This is an optimization exercise on Yosys and OpenROAD, whose aim is small area, not a production implementation. Only simulation tests tie the RTL to the original design; equivalence was not proved. No activity file was given, so power comes from the tool's default toggle rates.

garnet:
==> flow/design.v (excerpt) <==
module skin_box_overlay_top (
    input  logic        clk,
    input  logic        reset,
    input  logic        vsync_i,
    input  logic        href_i,
    input  logic        pix_stb_i,
    input  logic [7:0]  u_i,
    input  logic [7:0]  v_i,
    input  logic [7:0]  u_ref_i,
    input  logic [7:0]  v_ref_i,
    input  logic [15:0] area_thresh_i,
    input  logic        mode_i,
    input  logic [9:0]  draw_x_i,
    input  logic [9:0]  draw_y_i,
    input  logic [6:0]  luma_i,
    output logic [6:0]  red_o,
    output logic [6:0]  green_o,
    output logic [6:0]  blue_o
);
make LEC_CHECK=0 CAP_MARGIN=20 CORE_MARGIN=2 CORE_UTILIZATION=55 CTS_BUF_LIST=sky130_fd_sc_hd__clkbuf_8 CTS_CLUSTER_DIAMETER=60 CTS_CLUSTER_SIZE=16 SLEW_MARGIN=20 SYNTH_HIERARCHICAL=1 SYNTH_MINIMUM_KEEP_SIZE=0 finish   # period 10.0 ns
run.sh (not shown) runs the stock make flow with config.mk's settings and CLKGATE_MAP_FILE= SYNTH_SCRIPT=/design/flow/synth_recipe.tcl, a recipe that flattens the netlist after the stock synthesis.
Per the final summary, garnet finished and its layout is clean on timing, DRC and antenna.
--- input diff garnet..indigo ---
==> flow/flow/run.sh (new file) <==
#!/bin/bash
# The standard layout (the standard.sh, standard synthesis unchanged), with two
# changes: ports are buffered with the smallest buffer (buf_1) instead of
# clkdlybuf4s50_1, and clock tree synthesis runs without dummy loads.
# Every port still gets its own buffer and the clock still reaches every register
# through the clock tree. make's full output goes to flow_make.log here; each ORFS
# step also keeps its own log under orfs/logs/.
set -euo pipefail
export BUFFER_PORTS_ARGS="-buffer_cell sky130_fd_sc_hd__buf_1"
export CTS_ARGS="-sink_clustering_enable -repair_clock_nets -dont_use_dummy_load -buf_list sky130_fd_sc_hd__clkbuf_8 -sink_clustering_size 16 -sink_clustering_max_diameter 60"
bash standard.sh > flow_make.log 2>&1
==> flow/standard.sh (new file) <==
#!/bin/bash
# synth_recipe.tcl (not shown) runs the flow's synth.tcl, then flattens the netlist and writes it again
# the make line also repeats each setting of config.mk as NAME=value (left out here)
make -C /OpenROAD-flow-scripts/flow DESIGN_CONFIG=/design/flow/config.mk WORK_HOME=/design/flow/orfs CLKGATE_MAP_FILE= SYNTH_SCRIPT=/design/flow/synth_recipe.tcl "${@:-finish}"
diff --git a/flow/config.mk b/flow/config.mk
--- a/flow/config.mk
+++ b/flow/config.mk
@@ -8,5 +8,5 @@
 export CAP_MARGIN = 20
 export CORE_MARGIN = 2
-export CORE_UTILIZATION = 55
+export CORE_UTILIZATION = 70
 export CTS_BUF_LIST = sky130_fd_sc_hd__clkbuf_8
 export CTS_CLUSTER_DIAMETER = 60
removed: flow/run.sh
==> run notes <==
Sort indigo and garnet by non-clock buffer count asc -> top: indigo. HPWL reported at the end of detailed placement down about 3.7% in indigo wrt garnet. indigo gives less fmax than garnet did. indigo and garnet ended up with roughly the same power share of the clock group. Area enclosed by the die boundary for indigo is lower than for garnet. Critical path depth, indigo and garnet: larger value in garnet. Compare indigo and garnet | standard cell core area lower: indigo.
Setup changes, indigo to violet
diff --git a/flow/flow/run.sh b/flow/flow/run.sh
--- a/flow/flow/run.sh
+++ b/flow/flow/run.sh
@@ -8,4 +8,4 @@
 set -euo pipefail
 export BUFFER_PORTS_ARGS="-buffer_cell sky130_fd_sc_hd__buf_1"
-export CTS_ARGS="-sink_clustering_enable -repair_clock_nets -dont_use_dummy_load -buf_list sky130_fd_sc_hd__clkbuf_8 -sink_clustering_size 16 -sink_clustering_max_diameter 60"
+export CTS_ARGS='-sink_clustering_enable -repair_clock_nets -dont_use_dummy_load -buf_list sky130_fd_sc_hd__clkbuf_8 -sink_clustering_size 20 -sink_clustering_max_diameter 50'
 bash standard.sh > flow_make.log 2>&1
diff --git a/flow/config.mk b/flow/config.mk
--- a/flow/config.mk
+++ b/flow/config.mk
@@ -8,5 +8,5 @@
 export CAP_MARGIN = 20
 export CORE_MARGIN = 2
-export CORE_UTILIZATION = 70
+export CORE_UTILIZATION = 55
 export CTS_BUF_LIST = sky130_fd_sc_hd__clkbuf_8
 export CTS_CLUSTER_DIAMETER = 60
### Flow results
In summary, violet completed successfully, with a layout that passed the timing, DRC and antenna checks.
Amount of wire on met3 after detailed routing of violet falls short of that of indigo by a little under 10%.
| slack of the worst reg-to-reg path | higher: violet |
After detailed routing, indigo needs less wire than violet.
Setup slack in violet is larger than in indigo.
violet vs indigo, power share of the clock group went up by 1.1 points.
Going from indigo to violet, shortest period the worst path allows shrinks by 0.13 ns.
Taking indigo as the reference, in violet total power picked up an extra 0.00010 W, global-route usage lost 6.7 points.
Filler-free cell count of the finished design was lower in the run labelled indigo.
Changes in juniper relative to violet:
diff --git a/flow/flow/run.sh b/flow/flow/run.sh
--- a/flow/flow/run.sh
+++ b/flow/flow/run.sh
@@ -8,4 +8,4 @@
 set -euo pipefail
 export BUFFER_PORTS_ARGS="-buffer_cell sky130_fd_sc_hd__buf_1"
-export CTS_ARGS='-sink_clustering_enable -repair_clock_nets -dont_use_dummy_load -buf_list sky130_fd_sc_hd__clkbuf_8 -sink_clustering_size 20 -sink_clustering_max_diameter 50'
+export CTS_ARGS='-sink_clustering_enable -repair_clock_nets -dont_use_dummy_load -buf_list sky130_fd_sc_hd__clkbuf_4 -sink_clustering_size 10 -sink_clustering_max_diameter 45'
 bash standard.sh > flow_make.log 2>&1
==> comparison <==
Result for juniper and violet: all clean. Where number of DRC violations after detailed-routing iteration 0 is concerned, violet is better than juniper. Compared with violet, in juniper clock share of power went down by 2.1 points, total power went down by about 3%, via density per instance shrank by 0.46%, detailed-route wire length down 1.3%, growth of design area from synthesis to finish shrank by 0.93 points. Between juniper and violet, it is juniper whose power density over cell area is lower, by about 2.2%.
Changes in nickel relative to juniper:
diff --git a/flow/flow/run.sh b/flow/flow/run.sh
--- a/flow/flow/run.sh
+++ b/flow/flow/run.sh
@@ -8,4 +8,4 @@
 set -euo pipefail
 export BUFFER_PORTS_ARGS="-buffer_cell sky130_fd_sc_hd__buf_1"
-export CTS_ARGS='-sink_clustering_enable -repair_clock_nets -dont_use_dummy_load -buf_list sky130_fd_sc_hd__clkbuf_4 -sink_clustering_size 10 -sink_clustering_max_diameter 45'
+export CTS_ARGS='-sink_clustering_enable -repair_clock_nets -dont_use_dummy_load -buf_list {sky130_fd_sc_hd__clkbuf_4 sky130_fd_sc_hd__clkbuf_8} -sink_clustering_size 16 -sink_clustering_max_diameter 60'
 bash standard.sh > flow_make.log 2>&1
Notes after the runs:
Area share of buffers outside the clock network delta for nickel relative to juniper: 0.16 points higher
In the metrics for juniper and nickel, the one carrying the higher ratio of final minimum period to clock period is nickel.
Compared with juniper, nickel shows core utilization higher by 0.34 points.

========
pine:
Another version of the RTL of skin_box_overlay_top (not shown whole).
For scale: roughly 100 I/O pins.
==> flow/config.mk <==
export PLATFORM = sky130hd
export DESIGN_NAME = skin_box_overlay_top
export DESIGN_NICKNAME = skin_box_overlay_top
export VERILOG_FILES = /design/flow/design.v
export SDC_FILE = /design/flow/constraint.sdc
export NUM_CORES = 4
export LEC_CHECK = 0
export CAP_MARGIN = 0
export CORE_MARGIN = 2
export CORE_UTILIZATION = 55
export CTS_BUF_LIST = sky130_fd_sc_hd__clkbuf_4
export CTS_CLUSTER_DIAMETER = 45
export CTS_CLUSTER_SIZE = 10
export SLEW_MARGIN = 0
export SYNTH_HIERARCHICAL = 1
export SYNTH_MINIMUM_KEEP_SIZE = 0
==> flow/constraint.sdc <==
create_clock -name core_clock -period 10.0 [get_ports {clk}]
set_input_delay 2.0000 -clock core_clock [delete_from_list [all_inputs] [get_ports {clk}]]
set_output_delay 2.0000 -clock core_clock [all_outputs]
set_load 0.01 [all_outputs]
standard.sh (not shown) runs the stock make flow with config.mk's settings and CLKGATE_MAP_FILE= SYNTH_SCRIPT=/design/flow/synth_recipe.tcl, a recipe that flattens the netlist after the stock synthesis.
==> flow/flow/run.sh <==
#!/bin/bash
# The standard layout (the standard.sh, standard synthesis unchanged), with two
# changes: ports are buffered with the smallest buffer (buf_1) instead of
# clkdlybuf4s50_1, and clock tree synthesis runs without dummy loads.
# Every port still gets its own buffer and the clock still reaches every register
# through the clock tree. make's full output goes to flow_make.log here; each ORFS
# step also keeps its own log under orfs/logs/.
set -euo pipefail
export BUFFER_PORTS_ARGS="-buffer_cell sky130_fd_sc_hd__buf_1"
export CTS_ARGS='-sink_clustering_enable -repair_clock_nets -dont_use_dummy_load -buf_list sky130_fd_sc_hd__clkbuf_4 -sink_clustering_size 10 -sink_clustering_max_diameter 45'
bash standard.sh > flow_make.log 2>&1
pine has completed all stages; timing, DRC and antenna checks passed.
## Diff of input files: birch against pine
- CAP_MARGIN now 20, was 0
- SLEW_MARGIN now 20, was 0
--- a/flow/flow/run.sh
+++ b/flow/flow/run.sh
@@ -9,0 +10 @@
+export RECOVER_POWER=100
--- outcome ---
Final cell count delta (birch -> pine): insignificant. In birch relative to pine, number of fill cells in the layout had gone up slightly. Final checks on birch, whose flow otherwise completed, came back failing, citing max-capacitance violations, max-slew violations. Signed area change from the synthesized netlist to the final layout: lower on birch. From pine to birch the numbers moved as follows: number of signal-net buffers in the layout has increased; combinational cell power has decreased; fraction of layout cells with a size suffix above 1 has decreased; total internal power has remained practically unchanged; total stage count of the critical path has increased. Compared to pine, birch reaches a lower achievable clock.

separate check: timing with driven ports:
The flow's constraints put no driver on any port. The routed layouts listed below were extracted and timed again, unchanged, in two steps. Step 1, drivers: a clkbuf_16 drives clk and a buf_2 each remaining input, both assumed. Step 2 moves the port delays by t, midway between the first and last clock arrival at a register: inputs arrive t later, outputs are due t later. That takes back most of the time a late clock gives input paths. Slacks: ideal / step 1 / step 2; pairs: ideal / step 1.
run	t (ns)	setup WS [ns]	hold slack, ns	slew at the worst register clock pin (ns)
garnet	0.793	0.453 / 0.485 / -0.308	0.474 / 0.474 / 0.474	0.11 / 0.11
indigo	0.700	0.352 / 0.383 / -0.317	0.440 / 0.440 / 0.440	0.10 / 0.10
violet	0.727	0.487 / 0.415 / -0.312	0.411 / 0.411 / 0.411	0.12 / 0.12
juniper	0.908	0.547 / 0.464 / -0.445	0.375 / 0.375 / 0.375	0.11 / 0.11
nickel	0.718	0.421 / 0.350 / -0.367	0.441 / 0.441 / 0.441	0.10 / 0.10
pine	0.912	0.731 / 0.761 / -0.151	0.441 / 0.441 / 0.441	0.12 / 0.12
birch	0.915	0.631 / 0.661 / -0.254	0.425 / 0.425 / 0.425	0.12 / 0.12
For juniper, which loses most, drivers alone change the setup slack by -0.083 ns; drivers and shift together by -0.992 ns.
